This is an optimization exercise on Yosys and OpenROAD, whose aim is small area, a short achievable clock period and few clock cycles per item, not a production implementation.
The RTL was checked by simulation tests, not by an equivalence proof against the original design.
Power is estimated from default activity; no workload was simulated.

File: design/flow/flow/run.sh
#!/bin/bash
# The standard layout (the standard.sh: standard synthesis and the ORFS steps), with the
# port buffers that ORFS puts on every input and output made buf_4 cells rather than the
# default choice of buffer. Make's full output goes to flow_make.log.
set -euo pipefail
bash standard.sh BUFFER_PORTS_ARGS="-buffer_cell sky130_fd_sc_hd__buf_4" finish > flow_make.log 2>&1
File: design/flow/standard.sh
#!/bin/bash
# synth_recipe.tcl (not shown) runs the flow's synth.tcl, then flattens the netlist and writes it again
# the make line also repeats each setting of config.mk as NAME=value (left out here)
make -C /OpenROAD-flow-scripts/flow DESIGN_CONFIG=/design/flow/config.mk WORK_HOME=/design/flow/orfs CLKGATE_MAP_FILE= SYNTH_SCRIPT=/design/flow/synth_recipe.tcl "${@:-finish}"
File: design/flow/config.mk
export PLATFORM = sky130hd
export DESIGN_NAME = array_list_insert_remove_core
export DESIGN_NICKNAME = array_list_insert_remove_core
export VERILOG_FILES = /design/flow/design.v
export SDC_FILE = /design/flow/constraint.sdc
export NUM_CORES = 8
export LEC_CHECK = 0
export CAP_MARGIN = 20
export CELL_PAD_IN_SITES_DETAIL_PLACEMENT = 1
export CORE_MARGIN = 2
export CORE_UTILIZATION = 25
export CTS_CLUSTER_DIAMETER = 80
export CTS_CLUSTER_SIZE = 24
export PLACE_DENSITY = 0.4
export SETUP_SLACK_MARGIN = 5
export SLEW_MARGIN = 20
export SYNTH_HIERARCHICAL = 1
export TNS_END_PERCENT = 10
File: design/flow/constraint.sdc
create_clock -name core_clock -period 8.5 [get_ports {aclk}]
set_input_delay 1.7000 -clock core_clock [delete_from_list [all_inputs] [get_ports {aclk}]]
set_output_delay 1.7000 -clock core_clock [all_outputs]
set_load 0.01 [all_outputs]
File: design/flow/design.v
package alir_pkg;
    localparam int DEPTH_DEF = 128;
    localparam int OPCODE_W  = 3;
    localparam int VALUE_W   = 32;
    localparam int POS_W     = 8;
    localparam int STATUS_W  = 2;
    localparam int LEN_W     = 8;
    localparam int S_TDATA_W = 48;
    localparam int M_TDATA_W = 48;
    localparam int CMD_W     = OPCODE_W + VALUE_W + POS_W;
    localparam int RES_W     = STATUS_W + LEN_W + VALUE_W;
    localparam logic [OPCODE_W-1:0] OP_APPEND     = 3'd0;
    localparam logic [OPCODE_W-1:0] OP_PREPEND    = 3'd1;
    localparam logic [OPCODE_W-1:0] OP_INSERT_AT  = 3'd2;
    localparam logic [OPCODE_W-1:0] OP_REMOVE_AT  = 3'd3;
    localparam logic [OPCODE_W-1:0] OP_REMOVE_VAL = 3'd4;
    localparam logic [OPCODE_W-1:0] OP_READ       = 3'd5;
    localparam logic [STATUS_W-1:0] ST_OK    = 2'd0;
    localparam logic [STATUS_W-1:0] ST_FULL  = 2'd1;
    localparam logic [STATUS_W-1:0] ST_RANGE = 2'd2;
endpackage
import alir_pkg::*;
module alir_ctrl
(
    input  logic                      aclk,
    input  logic                      aresetn,
    input  logic                      s_tvalid,
    output logic                      s_tready,
    input  logic [CMD_W-1:0]          s_cmd,
    output logic                      m_tvalid,
    input  logic                      m_tready,
    output logic [M_TDATA_W-1:0]      m_tdata,
    output logic [CMD_W-1:0]          x_cmd,
    output logic                      x_go_next,  
    output logic                      x_free,    
    output logic [CMD_W-1:0]          n_cmd,     
    output logic [VALUE_W-1:0]        h_val,     
    input  logic                      pend,      
    input  logic                      pend_next,
    input  logic                      r_fin,     
    input  logic [LEN_W+STATUS_W-1:0] x_stat,    
    input  logic [VALUE_W-1:0]        r_rd       
);
    localparam int QN = 3;
    logic [1:0]       i_cnt_reg;
    logic [CMD_W-1:0] ia_reg, ib_reg;
    logic             x_valid_reg;
    logic [CMD_W-1:0] x_cmd_reg;
    logic             r_valid_reg;
    logic [LEN_W+STATUS_W-1:0] r_stat_reg;
    logic [1:0]       q_cnt_reg;
    logic [RES_W-1:0] q_reg [QN];
    logic [RES_W-1:0] r_res;
    logic             accept;
    logic             deq;
    logic             room_reg;     
    logic             pop;
    logic             s_rdy_reg;    
    logic             m_vld_reg;    
    logic [1:0]       i_cnt_next;
    logic [1:0]       q_cnt_next;
    logic             x_go;
    logic             x_go_reg;     
    logic             x_valid_next;
    logic             room_next;
    assign s_tready = s_rdy_reg;
    assign accept   = s_tvalid && s_tready;
    assign x_go     = x_go_reg;
    assign x_free   = !x_valid_reg || x_go;
    assign deq      = x_free && (i_cnt_reg != 2'd0);
    assign pop      = m_tvalid && m_tready;
    assign n_cmd    = x_free ? ia_reg : x_cmd_reg;
    assign h_val    = ia_reg[OPCODE_W +: VALUE_W];
    assign x_cmd    = x_cmd_reg;
    assign r_res    = {r_rd, r_stat_reg};
    assign m_tvalid = m_vld_reg;
    assign m_tdata  = {(M_TDATA_W-RES_W)'(0), q_reg[0]};
    assign i_cnt_next = i_cnt_reg - 2'(deq) + 2'(accept);
    assign q_cnt_next = pop ? (q_cnt_reg + 2'(r_valid_reg) - 2'd1) : (q_cnt_reg + 2'(r_valid_reg));
    assign x_valid_next = x_free ? (i_cnt_reg != 2'd0) : x_valid_reg;
    assign room_next    = r_fin ? (q_cnt_next <= 2'd1) : (q_cnt_next <= 2'd2);
    assign x_go_next    = aresetn && x_valid_next && !pend_next && room_next;
    always_ff @(posedge aclk) begin
        x_go_reg <= x_go_next;
    end
    always_ff @(posedge aclk) begin
        if (!aresetn) begin
            i_cnt_reg   <= 2'd0;
            s_rdy_reg   <= 1'b1;
            x_valid_reg <= 1'b0;
            r_valid_reg <= 1'b0;
            q_cnt_reg   <= 2'd0;
            m_vld_reg   <= 1'b0;
            room_reg    <= 1'b1;
        end else begin
            i_cnt_reg <= i_cnt_next;
            s_rdy_reg <= (i_cnt_next != 2'd2);
            x_valid_reg <= x_valid_next;
            r_valid_reg <= r_fin;
            q_cnt_reg   <= q_cnt_next;
            m_vld_reg   <= (q_cnt_next != 2'd0);
            room_reg    <= room_next;
        end
    end
    logic [CMD_W-1:0] ia_src, ia_next, x_next;
    logic [RES_W-1:0] q_stay [QN];    
    logic [RES_W-1:0] q_move [QN];    
    logic [RES_W-1:0] q_next [QN];
    logic             ia_load;
    assign ia_load = deq || (i_cnt_reg == 2'd0);
    assign ia_src  = (deq && (i_cnt_reg == 2'd2)) ? ib_reg : s_cmd;
    alir_mux2 #(CMD_W) u_ia (.s(ia_load), .a(ia_reg),    .b(ia_src), .y(ia_next));
    alir_mux2 #(CMD_W) u_x  (.s(x_free),  .a(x_cmd_reg), .b(ia_reg), .y(x_next));
    for (genvar i = 0; i < QN; i++) begin : g_q
        assign q_stay[i] = (r_valid_reg && (q_cnt_reg == 2'(i))) ? r_res : q_reg[i];
        assign q_move[i] = (r_valid_reg && (q_cnt_reg == 2'(i + 1))) ? r_res : q_reg[(i < QN - 1) ? i + 1 : i];
        alir_mux2 #(RES_W) u_q (.s(pop), .a(q_stay[i]), .b(q_move[i]), .y(q_next[i]));
    end
    always_ff @(posedge aclk) begin
        ia_reg    <= ia_next;
        x_cmd_reg <= x_next;
        if (accept && (i_cnt_reg == 2'd1)) begin
            ib_reg <= s_cmd;
        end
        r_stat_reg <= x_stat;
        for (int i = 0; i < QN; i++) begin
            q_reg[i] <= q_next[i];
        end
    end
endmodule
import alir_pkg::*;
module alir_datapath
#(
    parameter int DEPTH = DEPTH_DEF
) (
    input  logic                      aclk,
    input  logic                      aresetn,
    input  logic [CMD_W-1:0]          x_cmd,
    input  logic                      x_go_next,
    input  logic                      x_free,
    input  logic [CMD_W-1:0]          n_cmd,
    input  logic [VALUE_W-1:0]        h_val,
    output logic                      pend,
    output logic                      pend_o_next,
    output logic                      r_fin,
    output logic [LEN_W+STATUS_W-1:0] x_stat,
    output logic [VALUE_W-1:0]        r_rd
);
    localparam int AW = $clog2(DEPTH);
    localparam int LW = AW / 2;        
    localparam int HW = AW - LW;
    function automatic logic [DEPTH-1:0] therm_lt(input logic [POS_W-1:0] n);
        logic [(1<<HW)-1:0] h_eq, h_lt;
        logic [(1<<LW)-1:0] l_eq, l_lt;
        logic               big;
        big = |(n >> AW);
        for (int h = 0; h < (1 << HW); h++) begin
            h_eq[h] = (n[AW-1:LW] == HW'(h));
        end
        for (int l = 0; l < (1 << LW); l++) begin
            l_eq[l] = (n[LW-1:0] == LW'(l));
        end
        for (int h = 0; h < (1 << HW); h++) begin
            h_lt[h] = 1'b0;
            for (int k = h + 1; k < (1 << HW); k++) begin
                h_lt[h] = h_lt[h] | h_eq[k];
            end
        end
        for (int l = 0; l < (1 << LW); l++) begin
            l_lt[l] = 1'b0;
            for (int k = l + 1; k < (1 << LW); k++) begin
                l_lt[l] = l_lt[l] | l_eq[k];
            end
        end
        for (int j = 0; j < DEPTH; j++) begin
            therm_lt[j] = big || h_lt[j >> LW] || (h_eq[j >> LW] && l_lt[j % (1 << LW)]);
        end
    endfunction
    logic [OPCODE_W-1:0] op;
    logic [VALUE_W-1:0]  val;
    logic [POS_W-1:0]    pos;
    logic [POS_W-1:0]    n_pos;
    assign op    = x_cmd[OPCODE_W-1:0];
    assign val   = x_cmd[OPCODE_W +: VALUE_W];
    assign pos   = x_cmd[OPCODE_W + VALUE_W +: POS_W];
    assign n_pos = n_cmd[OPCODE_W + VALUE_W +: POS_W];
    logic [DEPTH-1:0] flag;       
    logic             pend_reg;   
    logic             pend_next;
    logic             x_go;       
    logic [DEPTH-1:0] nflag;      
    logic [DEPTH-1:0] live;       
    logic [DEPTH-1:0] age_reg;    
    logic [LEN_W-1:0] count_reg;
    logic [DEPTH-1:0] ins_ge;     
    logic [DEPTH-1:0] first_ge;   
    logic [DEPTH-1:0] cmp;        
    logic             more;       
    logic             any;
    logic             val_eq;
    logic is_ins, full, ins_ok, idx_ok;
    logic             idx_ok_reg, ins_ok_reg;
    logic             n_lt_m1, n_lt_0, n_lt_p1, n_lt_p2;
    logic             n_idx_ok, n_ins_ok;
    logic [LEN_W:0]   cnt_x;
    logic do_ins, do_rat, do_rv, do_dec;
    logic [STATUS_W-1:0] status;
    logic [LEN_W-1:0]    count_next;
    assign val_eq = (val == h_val);
    logic [DEPTH-1:0] pf [AW+1];
    logic [DEPTH-1:0] first_ge_n;
    assign pf[0] = flag;
    for (genvar l = 1; l <= AW; l++) begin : g_pf
        localparam int D = 1 << (l - 1);
        if (l % 2 == 1) begin : g_nor
            alir_nor2 #(DEPTH-D) u_g (.a(pf[l-1][DEPTH-1:D]), .b(pf[l-1][DEPTH-D-1:0]), .y(pf[l][DEPTH-1:D]));
        end else begin : g_nand
            alir_nand2 #(DEPTH-D) u_g (.a(pf[l-1][DEPTH-1:D]), .b(pf[l-1][DEPTH-D-1:0]), .y(pf[l][DEPTH-1:D]));
        end
        alir_inv #(D) u_i (.a(pf[l-1][D-1:0]), .y(pf[l][D-1:0]));
    end
    if (AW % 2 == 1) begin : g_pf_odd
        assign first_ge_n = pf[AW];
    end else begin : g_pf_even
        assign first_ge_n = ~pf[AW];
    end
    assign first_ge = ~first_ge_n;
    logic [DEPTH-1:0] ta [AW+1];
    logic [DEPTH-1:0] tm [AW+1];
    assign ta[0] = flag;
    assign tm[0] = '0;
    for (genvar l = 1; l <= AW; l++) begin : g_cnt
        localparam int N = DEPTH >> l;
        logic [N-1:0] al, ar, ml, mr;
        for (genvar i = 0; i < N; i++) begin : g_split
            assign al[i] = ta[l-1][2*i];
            assign ar[i] = ta[l-1][2*i+1];
            assign ml[i] = tm[l-1][2*i];
            assign mr[i] = tm[l-1][2*i+1];
        end
        if (l == 1) begin : g_first
            alir_nor2  #(N) u_a (.a(al), .b(ar), .y(ta[l][N-1:0]));
            alir_nand2 #(N) u_m (.a(al), .b(ar), .y(tm[l][N-1:0]));
        end else if (l % 2 == 1) begin : g_odd
            alir_nor2   #(N) u_a (.a(al), .b(ar), .y(ta[l][N-1:0]));
            alir_a211oi #(N) u_m (.a1(al), .a2(ar), .b1(ml), .c1(mr), .y(tm[l][N-1:0]));
        end else begin : g_even
            alir_nand2  #(N) u_a (.a(al), .b(ar), .y(ta[l][N-1:0]));
            alir_o211ai #(N) u_m (.a1(al), .a2(ar), .b1(ml), .c1(mr), .y(tm[l][N-1:0]));
        end
        if (N < DEPTH) begin : g_pad
            assign ta[l][DEPTH-1:N] = '0;
            assign tm[l][DEPTH-1:N] = '0;
        end
    end
    if (AW % 2 == 1) begin : g_cnt_odd
        assign any  = !ta[AW][0];
        assign more = !tm[AW][0];
    end else begin : g_cnt_even
        assign any  = ta[AW][0];
        assign more = tm[AW][0];
    end
    always_comb begin
        unique case (op)
            OP_APPEND:  ins_ge = ~live;
            OP_PREPEND: ins_ge = '1;
            default:    ins_ge = age_reg;
        endcase
    end
    assign is_ins = (op == OP_APPEND) || (op == OP_PREPEND) || (op == OP_INSERT_AT);
    assign full   = count_reg[LEN_W-1];
    assign ins_ok = (op != OP_INSERT_AT) || ins_ok_reg;
    assign idx_ok = idx_ok_reg;
    assign cnt_x   = {1'b0, count_reg};
    assign n_lt_m1 = ({1'b0, n_pos} + 1'b1) < cnt_x;
    assign n_lt_0  = {1'b0, n_pos} < cnt_x;
    assign n_lt_p1 = {1'b0, n_pos} < cnt_x + 1'b1;
    assign n_lt_p2 = {1'b0, n_pos} < cnt_x + 2'd2;
    always_comb begin
        if (do_ins) begin
            n_idx_ok = n_lt_p1;
            n_ins_ok = n_lt_p2;
        end else if (do_dec) begin
            n_idx_ok = n_lt_m1;
            n_ins_ok = n_lt_0;
        end else begin
            n_idx_ok = n_lt_0;
            n_ins_ok = n_lt_p1;
        end
    end
    always_ff @(posedge aclk) begin
        idx_ok_reg <= n_idx_ok;
        ins_ok_reg <= n_ins_ok;
    end
    assign do_ins = x_go && is_ins && !full && ins_ok;
    assign do_rat = x_go && (op == OP_REMOVE_AT) && idx_ok;
    assign do_rv  = (x_go && (op == OP_REMOVE_VAL)) || pend_reg;
    assign do_dec = do_rat || (do_rv && any);
    assign r_fin  = (x_go && !((op == OP_REMOVE_VAL) && more)) || (pend_reg && !more);
    assign pend   = pend_reg;
    always_comb begin
        status = ST_OK;
        unique case (op)
            OP_APPEND, OP_PREPEND, OP_INSERT_AT: begin
                if (full)         status = ST_FULL;
                else if (!ins_ok) status = ST_RANGE;
            end
            OP_REMOVE_AT, OP_READ: begin
                if (!idx_ok) status = ST_RANGE;
            end
            OP_REMOVE_VAL: status = ST_OK;
            default:       status = ST_RANGE;
        endcase
    end
    always_comb begin
        count_next = count_reg;
        if (do_ins) begin
            count_next = count_reg + 1'b1;
        end else if (do_dec) begin
            count_next = count_reg - 1'b1;
        end
    end
    assign x_stat = {count_next, pend_reg ? ST_OK : status};
    assign pend_next   = aresetn && do_rv && more;
    assign pend_o_next = pend_next;
    always_ff @(posedge aclk) begin
        x_go <= x_go_next;
    end
    always_ff @(posedge aclk) begin
        pend_reg <= pend_next;
    end
    always_ff @(posedge aclk) begin
        if (!aresetn) begin
            count_reg <= '0;
            live      <= '0;
        end else begin
            count_reg <= count_next;
            if (do_ins) begin
                live <= {live[DEPTH-2:0], 1'b1};
            end else if (do_dec) begin
                live <= {1'b0, live[DEPTH-1:1]};
            end
        end
    end
    always_ff @(posedge aclk) begin
        age_reg <= age_next;
    end
    logic [VALUE_W-1:0] q   [DEPTH];
    logic [VALUE_W-1:0] rdn [DEPTH];    
    logic [DEPTH-1:0]   rsel;
    logic [DEPTH-1:0]   age_next;
    logic [VALUE_W-1:0] rd_part [4];       
    logic [VALUE_W-1:0] r_part_reg [4];
    assign age_next = ~therm_lt(n_pos);
    assign rsel     = age_next & ~{age_next[DEPTH-2:0], 1'b0};
    always_ff @(posedge aclk) begin
        for (int i = 0; i < 4; i++) begin
            r_part_reg[i] <= (x_go && (op == OP_READ) && idx_ok) ? rd_part[i] : '0;
        end
    end
    assign r_rd = r_part_reg[0] | r_part_reg[1] | r_part_reg[2] | r_part_reg[3];
    for (genvar j = 0; j < DEPTH; j++) begin : g_cell
        logic take_val, take_below, take_above;
        logic [VALUE_W-1:0] below, above;
        logic c_below, c_above, fl_above, nf_above;
        if (j > 0) begin : g_below
            assign below      = q[j-1];
            assign c_below    = cmp[j-1];
            assign take_below = do_ins && ins_ge[j-1];
            assign take_val   = do_ins && ins_ge[j] && !ins_ge[j-1];
        end else begin : g_bottom
            assign below      = '0;
            assign c_below    = 1'b0;
            assign take_below = 1'b0;
            assign take_val   = do_ins && ins_ge[j];
        end
        if (j < DEPTH - 1) begin : g_above
            assign above    = q[j+1];
            assign c_above  = cmp[j+1];
            assign fl_above = flag[j+1];
            assign nf_above = nflag[j+1];
        end else begin : g_top
            assign above    = q[j];
            assign c_above  = 1'b0;
            assign fl_above = 1'b0;
            assign nf_above = 1'b0;
        end
        assign take_above = (do_rat && age_reg[j]) || (do_rv && first_ge[j]);
        alir_cell u_cell (
            .aclk       (aclk),
            .take_val   (take_val),
            .take_below (take_below),
            .take_above (take_above),
            .val        (val),
            .below      (below),
            .above      (above),
            .h_val      (h_val),
            .x_free     (x_free),
            .live       (live[j]),
            .pend_next  (pend_next),
            .val_eq     (val_eq),
            .c_below    (c_below),
            .c_above    (c_above),
            .fl_above   (fl_above),
            .nf_above   (nf_above),
            .rsel       (rsel[j]),
            .q          (q[j]),
            .flag       (flag[j]),
            .nflag      (nflag[j]),
            .cmp        (cmp[j]),
            .rdn        (rdn[j])
        );
    end
    localparam int NG = DEPTH / 4;
    localparam int GW = AW - 2;
    logic [VALUE_W-1:0] rt [2*NG-1];
    for (genvar i = 0; i < NG; i++) begin : g_rd_leaf
        alir_nand4 #(VALUE_W) u_g (
            .a (rdn[4*i]), .b (rdn[4*i+1]), .c (rdn[4*i+2]), .d (rdn[4*i+3]),
            .y (rt[NG-1+i])
        );
    end
    for (genvar k = NG - 2; k >= 3; k--) begin : g_rd_node
        if (($clog2(k + 2) % 2) == (GW % 2)) begin : g_nor
            alir_nor2 #(VALUE_W) u_g (.a(rt[2*k+1]), .b(rt[2*k+2]), .y(rt[k]));
        end else begin : g_nand
            alir_nand2 #(VALUE_W) u_g (.a(rt[2*k+1]), .b(rt[2*k+2]), .y(rt[k]));
        end
    end
    for (genvar i = 0; i < 4; i++) begin : g_rd_part
        assign rd_part[i] = ~rt[3+i];
    end
endmodule
module alir_cell
(
    input  logic               aclk,
    input  logic               take_val,
    input  logic               take_below,
    input  logic               take_above,
    input  logic [VALUE_W-1:0] val,
    input  logic [VALUE_W-1:0] below,
    input  logic [VALUE_W-1:0] above,
    input  logic [VALUE_W-1:0] h_val,     
    input  logic               x_free,    
    input  logic               live,
    input  logic               pend_next,
    input  logic               val_eq,
    input  logic               c_below,   
    input  logic               c_above,   
    input  logic               fl_above,  
    input  logic               nf_above,  
    input  logic               rsel,
    output logic [VALUE_W-1:0] q,
    output logic               flag,      
    output logic               nflag,     
    output logic               cmp,       
    output logic [VALUE_W-1:0] rdn        
);
    logic take_hold;
    logic eq;
    logic rflag;    
    logic rs;       
    logic pend;     
    assign flag = pend ? rflag : nflag;
    logic nflag_rm;
    alir_mux2 #(1) u_nrm (.s(take_above), .a(nflag), .b(nf_above), .y(nflag_rm));
    assign take_hold = !(take_val || take_below || take_above);
    assign cmp       = live && eq;
    alir_nand2 #(VALUE_W) u_rdn (.a(q), .b({VALUE_W{rs}}), .y(rdn));
    logic [VALUE_W-1:0] q_mix, q_ins, q_next;
    alir_a222oi #(VALUE_W) u_mix (
        .a1 ({VALUE_W{take_below}}), .a2 (below),
        .b1 ({VALUE_W{take_above}}), .b2 (above),
        .c1 ({VALUE_W{take_hold}}),  .c2 (q),
        .y  (q_mix)
    );
    alir_nand2 #(VALUE_W) u_ins (.a({VALUE_W{take_val}}), .b(val), .y(q_ins));
    alir_nand2 #(VALUE_W) u_nxt (.a(q_mix), .b(q_ins), .y(q_next));
    alir_eq32 u_eq (
        .a  (q),
        .b  (h_val),
        .eq (eq)
    );
    always_ff @(posedge aclk) begin
        rs   <= rsel;
        q    <= q_next;
        if (x_free) begin
            nflag <= (take_val && val_eq)
                   | (take_below && c_below)
                   | (take_above && c_above)
                   | (take_hold && cmp);
        end else begin
            nflag <= nflag_rm;
        end
        rflag <= take_above ? fl_above : flag;
        pend  <= pend_next;
    end
endmodule
module alir_eq32
(
    input  logic [VALUE_W-1:0] a,
    input  logic [VALUE_W-1:0] b,
    output logic               eq
);
    logic [31:0] e;    
    logic [7:0]  n1;   
    logic [3:0]  e2;   
    logic [1:0]  n3;   
    assign e = ~(a ^ b);
    alir_nand4 #(8) u_l1 (.a(e[31:24]), .b(e[23:16]), .c(e[15:8]), .d(e[7:0]), .y(n1));
    alir_nor2  #(4) u_l2 (.a(n1[7:4]),  .b(n1[3:0]),  .y(e2));
    alir_nand2 #(2) u_l3 (.a(e2[3:2]),  .b(e2[1:0]),  .y(n3));
    alir_nor2  #(1) u_l4 (.a(n3[1]),    .b(n3[0]),    .y(eq));
endmodule
module alir_nor2
#(
    parameter int W = 1
) (
    input  logic [W-1:0] a,
    input  logic [W-1:0] b,
    output logic [W-1:0] y
);
    assign y = ~(a | b);
endmodule
module alir_nand2
#(
    parameter int W = 1
) (
    input  logic [W-1:0] a,
    input  logic [W-1:0] b,
    output logic [W-1:0] y
);
    assign y = ~(a & b);
endmodule
module alir_inv
#(
    parameter int W = 1
) (
    input  logic [W-1:0] a,
    output logic [W-1:0] y
);
    assign y = ~a;
endmodule
module alir_a211oi
#(
    parameter int W = 1
) (
    input  logic [W-1:0] a1,
    input  logic [W-1:0] a2,
    input  logic [W-1:0] b1,
    input  logic [W-1:0] c1,
    output logic [W-1:0] y
);
    assign y = ~((a1 & a2) | b1 | c1);
endmodule
module alir_o211ai
#(
    parameter int W = 1
) (
    input  logic [W-1:0] a1,
    input  logic [W-1:0] a2,
    input  logic [W-1:0] b1,
    input  logic [W-1:0] c1,
    output logic [W-1:0] y
);
    assign y = ~((a1 | a2) & b1 & c1);
endmodule
module alir_nand4
#(
    parameter int W = 1
) (
    input  logic [W-1:0] a,
    input  logic [W-1:0] b,
    input  logic [W-1:0] c,
    input  logic [W-1:0] d,
    output logic [W-1:0] y
);
    assign y = ~(a & b & c & d);
endmodule
module alir_a22oi
#(
    parameter int W = 1
) (
    input  logic [W-1:0] a1,
    input  logic [W-1:0] a2,
    input  logic [W-1:0] b1,
    input  logic [W-1:0] b2,
    output logic [W-1:0] y
);
    assign y = ~((a1 & a2) | (b1 & b2));
endmodule
module alir_mux2
#(
    parameter int W = 1
) (
    input  logic         s,
    input  logic [W-1:0] a,
    input  logic [W-1:0] b,
    output logic [W-1:0] y
);
    assign y = s ? b : a;
endmodule
module alir_a222oi
#(
    parameter int W = 1
) (
    input  logic [W-1:0] a1,
    input  logic [W-1:0] a2,
    input  logic [W-1:0] b1,
    input  logic [W-1:0] b2,
    input  logic [W-1:0] c1,
    input  logic [W-1:0] c2,
    output logic [W-1:0] y
);
    assign y = ~((a1 & a2) | (b1 & b2) | (c1 & c2));
endmodule
import alir_pkg::*;
module array_list_insert_remove_core
#(
    parameter int DEPTH = DEPTH_DEF
) (
    input  logic                 aclk,
    input  logic                 aresetn,
    input  logic                 s_tvalid,
    output logic                 s_tready,
    input  logic [S_TDATA_W-1:0] s_tdata,    
    output logic                 m_tvalid,
    input  logic                 m_tready,
    output logic [M_TDATA_W-1:0] m_tdata     
);
    logic [CMD_W-1:0]          x_cmd;
    logic                      x_go_next;
    logic                      pend_next;
    logic                      pend;
    logic                      r_fin;
    logic [CMD_W-1:0]          n_cmd;
    logic                      x_free;
    logic [VALUE_W-1:0]        h_val;
    logic [LEN_W+STATUS_W-1:0] x_stat;
    logic [VALUE_W-1:0]        r_rd;
    alir_ctrl u_ctrl (
        .aclk     (aclk),
        .aresetn  (aresetn),
        .s_tvalid (s_tvalid),
        .s_tready (s_tready),
        .s_cmd    (s_tdata[CMD_W-1:0]),
        .m_tvalid (m_tvalid),
        .m_tready (m_tready),
        .m_tdata  (m_tdata),
        .x_cmd    (x_cmd),
        .x_go_next (x_go_next),
        .x_free   (x_free),
        .n_cmd    (n_cmd),
        .h_val    (h_val),
        .pend     (pend),
        .pend_next (pend_next),
        .r_fin    (r_fin),
        .x_stat   (x_stat),
        .r_rd     (r_rd)
    );
    alir_datapath #(
        .DEPTH (DEPTH)
    ) u_datapath (
        .aclk    (aclk),
        .aresetn (aresetn),
        .x_cmd   (x_cmd),
        .x_go_next (x_go_next),
        .x_free  (x_free),
        .n_cmd   (n_cmd),
        .h_val   (h_val),
        .pend    (pend),
        .pend_o_next (pend_next),
        .r_fin   (r_fin),
        .x_stat  (x_stat),
        .r_rd    (r_rd)
    );
endmodule
==> key figures, run 1 <==
STA
  • Hold slack final: 416 ps
  • Worst-margin pin slew: 1280 ps
  • Slew headroom: 14.4%
  • Clk_skew: between 200 and 250 ps
  • PnR worst setup slack: 4770 ps
  • Setup TNS: 0 ps
  • Peak Freq: 0.268 GHz
  • Slew Limit Fails: 0
  • Final Hold Vio Count: 0
  • Tcrit/Tclk final: 43.9%
  • Setup violators final: 0
  • RSZ-0062 raised after global routing: yes
  • Final min period: 3730 ps

GRT
  • Grt met3 use: ~3.6%
  • Vias in the first global route: between 200k and 300k
  • Initial antenna violation count: 106
  • First-pass GRT wire length: 2270 mm
  • Total GRT Usage: roughly a quarter
  • GRT overflow: 0
  • Grt peak-use layer: met2
  • GRT met2 Usage: between 40% and 50%
  • M1 GR Usage: around 36%
  • Largest net degree at the start of global routing: a little under 100

Clock network
  • Clock Latency Late Sink: between 1000 and 1500 ps
  • CTS Buf Count: 443
  • Max H-tree Level: 5
  • Clk slew on worst S/H paths: 100 ps
  • CTS tree: done
  • CTS Buffer Depth: 5
  • CTS sink count: 5278
  • Root buf cell: clkbuf_16

Layout
  • Layout fillers: 133k
  • Most common cell after layout, fill and taps aside: nand2_1
  • Layout cells sized above 1: 10.5%
  • Reg area: between 100000 and 150000 um2
  • Area growth, synth to finish: 18.1%
  • Most frequent cells in the layout: nand2_1 (13.8k), dfxtp_1 (5126), a222oi_1 (4224)
  • Area of the multi-input gates: 178000 um2
  • Max FFs per register: just over 4k
  • Fin nets: 36.4k

Job
  • Max_cap viols: 0

Drt
  • Iter 0 DRT Violations: 50.9k
  • Final wirelength: between 1500 and 2000 mm
  • # DRC: 0
  • WL/cell: 31.2 um
  • First-pass DRT Iterations: 14
  • Remaining antenna violation count after routing: 0
  • Via/cell ratio: 5.90
  • DR vias: 305k

Outcome
  • Run status: complete, no violations

Yosys
  • Syn_area_per_cell: 8.12 um2
  • Synthesized area: 282000 um2
  • Syn Inst Count: 34.7k
  • Yosys warning total: 29

Setup path
  • CP Class: register to register
  • CP Launch Type: register
  • CP Capture Type: register
  • CP Data Required Time: between 9000 and 10000 ps
  • Crit path DAT: 4770 ps
  • Critical path fanouts, max: 54

Power
  • Power Density: ~430 nW/um2
  • Max IR drop VDD: 0.546 mV
  • LEAKAGE: between 0.1 and 0.15 uW

Floorplan
  • Die ar.: 1140000 um2
  • Initial core utilization: 25.0%
  • # IOs: 102
  • FP Rows: 390
  • Die Ht: 1.07 mm
  • Core box area: 1130000 um2
  • Die Wd: approximately 1.1 mm

Min path
  • Hold Crit Class: register to register

Placed design
  • DP Worst Slack: 3170 ps
  • DP HPWL: 1180 mm
  • Routability cong.: 0.970
  • I/O Buffers: 90
-- stage by stage --
stage                     utilization (%)  power (uW)  area, um2  std cells
after floorplan                         -       82900     283000      34800
after global placement               27.7      112000     311000      50600
after detailed placement             27.7      114000     311000      50600
after CTS                            29.3      140000     330000      51500
after global routing                 29.6      149000     333000      51700
final                                29.6      143000     333000      51700
-- where the power goes --
part | internal, uW | leakage, uW | switching [uW]
registers | 33900 | 0.0437 | 16900
clock network | 11400 | 0.00760 | 12200
logic | 24600 | 0.0755 | 43600
-- repair_timing --
action	in CTS	in global routing
hold buffers	0	0
endpoints found under the setup margin	4648	3969
resized for setup	371	407
cloned	25	16
pin swaps	55	51
buffers inserted	111	50
-- final timing paths --
kind                                          start                                 end  slack [ps]  cells past startpoint
worst max-delay path            u_ctrl.x_cmd_reg[2]  u_datapath.g_cell[81].u_cell.q[24]        4770                     11
worst min-delay path             u_datapath.live[3]                  u_datapath.live[2]         420                      2
worst max register to register  u_ctrl.x_cmd_reg[2]  u_datapath.g_cell[81].u_cell.q[24]        4770                     11
worst min register to register   u_datapath.live[3]                  u_datapath.live[2]         420                      2
-- metal layers --
| metal | wire (um) | vias up | share of wire (%) |
|---|---|---|---|
| met5 | 273 | - | 0.017 |
| met4 | 79500 | 36 | 4.9 |
| met3 | 119000 | 2375 | 7.4 |
| met2 | 715000 | 13700 | 44 |
| met1 | 698000 | 157000 | 43 |
| li1 | - | 132000 | - |
-- cell type report --
cell class                 count  share of cell area [%]
clock buffer                 510                    3.54
inverter                     164                   0.199
clock inverter               318                    1.19
sequential                  5278                    31.9
multi-input combinational  29100                    53.3
timing repair buffer        1358                    4.12
timing repair inverter         1                 0.00263
tap                        14900                    5.59
antenna                      148                   0.111
-- worst max-delay path: stages, from the launching register on --
cell and delay [ps]:
dfxtp_4 430, or3b_4 510, a21o_4 350, buf_12 240, nor2_2 190, buf_8 320
and2_1 200, clkbuf_8 330, nor3_4 70, buf_6 210, a222oi_1 410, nand2_1 90
Testbench counts, summed over its fixed seeds: cycles 5,333, ops 4,800.
==> run 2: changes to the inputs <==
--- a/design/flow/config.mk
+++ b/design/flow/config.mk
@@ -8,10 +8,10 @@
 export CAP_MARGIN = 20
 export CELL_PAD_IN_SITES_DETAIL_PLACEMENT = 1
 export CORE_MARGIN = 2
-export CORE_UTILIZATION = 25
+export CORE_UTILIZATION = 28
 export CTS_CLUSTER_DIAMETER = 80
 export CTS_CLUSTER_SIZE = 24
-export PLACE_DENSITY = 0.4
+export PLACE_DENSITY = 0.36
 export SETUP_SLACK_MARGIN = 5
 export SLEW_MARGIN = 20
 export SYNTH_HIERARCHICAL = 1
==> run 2 against run 1 <==
Cell count down 2.7%. Synthesized cell count unchanged. Critical endpoint is now u_datapath.g_cell[19].u_cell.q[19]. Critical path depth up 3.
==> key figures, run 2 <==
Min path
  • Hold_sp: u_ctrl.x_cmd_reg[42]
  • Hold Crit Class: register to register

Placed design
  • DP HPWL: 1250 mm
  • Routability cong.: ~0.95
  • DP Worst Slack: between 3000 and 4000 ps
  • I/O Buffers: 90

STA
  • Slew headroom: ~8%
  • Final min period: between 3000 and 4000 ps
  • Slew Limit Fails: 0
  • Setup TNS: 0 ps
  • RSZ-0062 raised after global routing: yes
  • Peak Freq: 0.264 GHz
  • PnR worst setup slack: 4720 ps
  • Setup violators final: 0
  • Worst-margin pin slew: about 1400 ps
  • Clk_skew: 88.6 ps
  • Tcrit/Tclk final: 44.5%
  • Final Hold Vio Count: 0

Clock network
  • Clock Latency Late Sink: 1130 ps
  • CTS tree: done
  • Root buf cell: clkbuf_16
  • Clk slew on worst S/H paths: about 90 ps
  • Max H-tree Level: 6
  • CTS Buffer Depth: 5
  • Hold_buf cts: 0
  • CTS Buf Count: roughly 550
  • CTS sink count: 5278

Yosys
  • Synthesized area: 282000 um2
  • Syn Inst Count: 34.7k
  • Syn_area_per_cell: between 8 and 9 um2
  • Yosys warning total: 29

Layout
  • Most frequent cells in the layout: nand2_1 (13.8k), dfxtp_1 (5088), a222oi_1 (4224)
  • Layout cells sized above 1: 11.4%
  • Finished Core Util: 33.4%
  • Most common cell after layout, fill and taps aside: nand2_1
  • Max FFs per register: 4096
  • Fin nets: 36.6k
  • Layout fillers: ~120k
  • Area growth, synth to finish: 19.1%

GRT
  • GRT overflow: 0
  • First-pass GRT wire length: 2380 mm
  • Total GRT Usage: 31.7%
  • Vias in the first global route: 299k
  • Largest net degree at the start of global routing: roughly 110
  • Initial antenna violation count: 106

Floorplan
  • Initial core utilization: 28.1%
  • Die Ht: about 1.0 mm
  • FP Rows: between 300 and 400
  • # IOs: 102
  • Die ar.: 1020000 um2
  • Die Wd: 1.01 mm
  • Core box area: 1000000 um2

Setup path
  • CP Class: register to register
  • Critical path fanouts, max: 36
  • CP Capture Type: register
  • Reg2reg start: u_datapath.g_cell[6].u_cell.pend
  • Worst Setup SP: u_datapath.g_cell[6].u_cell.pend
  • CP Launch Type: register
  • CP Data Required Time: 9510 ps
  • Crit path DAT: 4800 ps

Power
  • Combinational Power Share: 48.1%
  • Sw Ratio: 51.1%
  • LEAKAGE: between 0.1 and 0.15 uW
  • Power Density: 447 nW/um2
  • Clock share of power: 18.2%
  • Final Power: 150000 uW
  • Pint: 73400 uW
  • Share of power burned in registers: 33.7%
  • Max IR drop VDD: 0.313 mV
  • Switching pwr: 76800 uW

Drt
  • # DRC: 0
  • Final wirelength: 1720 mm
  • Via/cell ratio: 6.08
  • Iter 0 DRT Violations: 50.4k
  • First-pass DRT Iterations: 14
  • DR vias: 306k
  • WL/cell: 34.2 um
  • Remaining antenna violation count after routing: 0

Job
  • Max_cap viols: 0

Outcome
  • Run status: complete, no violations
==> run 2: repair_timing <==
action,4_1_cts,5_1_grt
endpoints found under the setup margin,4480,3982
hold endpoints to repair,0,0
pin swaps,66,54
gates cloned,20,27
setup buffers,124,62
gates resized for setup,564,368
==> run 2: power by group through the flow <==
stage               logic (uW)  clock network (uW)  registers, uW
floorplan                38200                   0          44700
global placement         65400                   0          50700
detailed placement       66600                   0          50900
CTS                      69400               27900          50100
global route             76000               28800          51600
finish                   72300               27300          50700
==> run 2: layout make-up <==
cell class	count	area, um2	area share (%)
Inverter	164	707	0.210
Antenna cell	67	168	0.0499
Sequential cell	5278	106000	31.7
Multi-Input combinational cell	29100	178000	52.9
Clock inverter	346	4340	1.29
Tap cell	13300	16700	4.96
Timing Repair Buffer	1496	15200	4.52
Clock buffer	630	14600	4.35
Timing Repair inverter	3	28.8	0.00857
==> run 2: final timing paths <==
| kind | to | slack, ps | depth (start not counted) |
|---|---|---|---|
| hold / removal | u_ctrl.x_cmd_reg[42] | 500 | 1 |
| setup / recovery | u_datapath.g_cell[19].u_cell.q[19] | 4720 | 14 |
| setup reg to reg | u_datapath.g_cell[19].u_cell.q[19] | 4720 | 14 |
| hold reg to reg | u_ctrl.x_cmd_reg[42] | 500 | 1 |
==> run 2: per-stage QoR <==
stage          area [um2]  hold WS [ps]  cells
5_1_grt            336000           513  50300
3_3_place_gp       310000           466  49100
6_report           336000           497  50400
2_1_floorplan      283000           452  34800
3_5_place_dp       310000           476  49100
4_1_cts            333000           499  50200
==> run 2: layer usage <==
metal	vias up	routed length (um)	global-route usage, %
li1	133000	-	-
met1	158000	766000	44.0
met5	-	103	0
met3	2234	125000	5.01
met4	20	89800	14.2
met2	13300	739000	48.3
==> run 2: worst max-delay path, stage by stage, from the launching register on <==
cell	delay, ps
dfxtp_1	330
mux2_4	420
nor2_2	230
nand2_1	140
nor2_1	190
nand2_1	120
nor2_1	230
inv_1	120
inv_1	400
o21ai_4	100
buf_4	310
nor3_4	250
buf_4	480
a222oi_1	140
nand2_1	110

afterwards: timing with drivers on the ports:
No port has a modelled driver above. Below, the same layouts with a new extraction and two added sets of constraints. Step 1 assumes that a clkbuf_16 drives the clock port and a buf_2 every other input. Step 2, shift: input delay + t, output delay - t, t = (earliest + latest rising clock arrival at the registers) / 2. This alone moves slack from input paths to output paths. Slacks: ideal ports / drivers / drivers and shift; pairs: ideal ports / drivers.
run	shift t [ns]	setup WS [ns]	clock arrival spread, ns	worst slew at a driven data input, ns	cell pins on the clock port's net
run 1	1.299	4.765 / 4.765 / 4.032	0.227 / 0.226	0.07	1
run 2	1.256	4.718 / 4.689 / 4.287	0.088 / 0.089	0.09	1
After both steps every run listed still meets setup and hold. For run 1, which loses most, drivers alone change the setup slack by 0.000 ns; drivers and shift together by -0.733 ns.
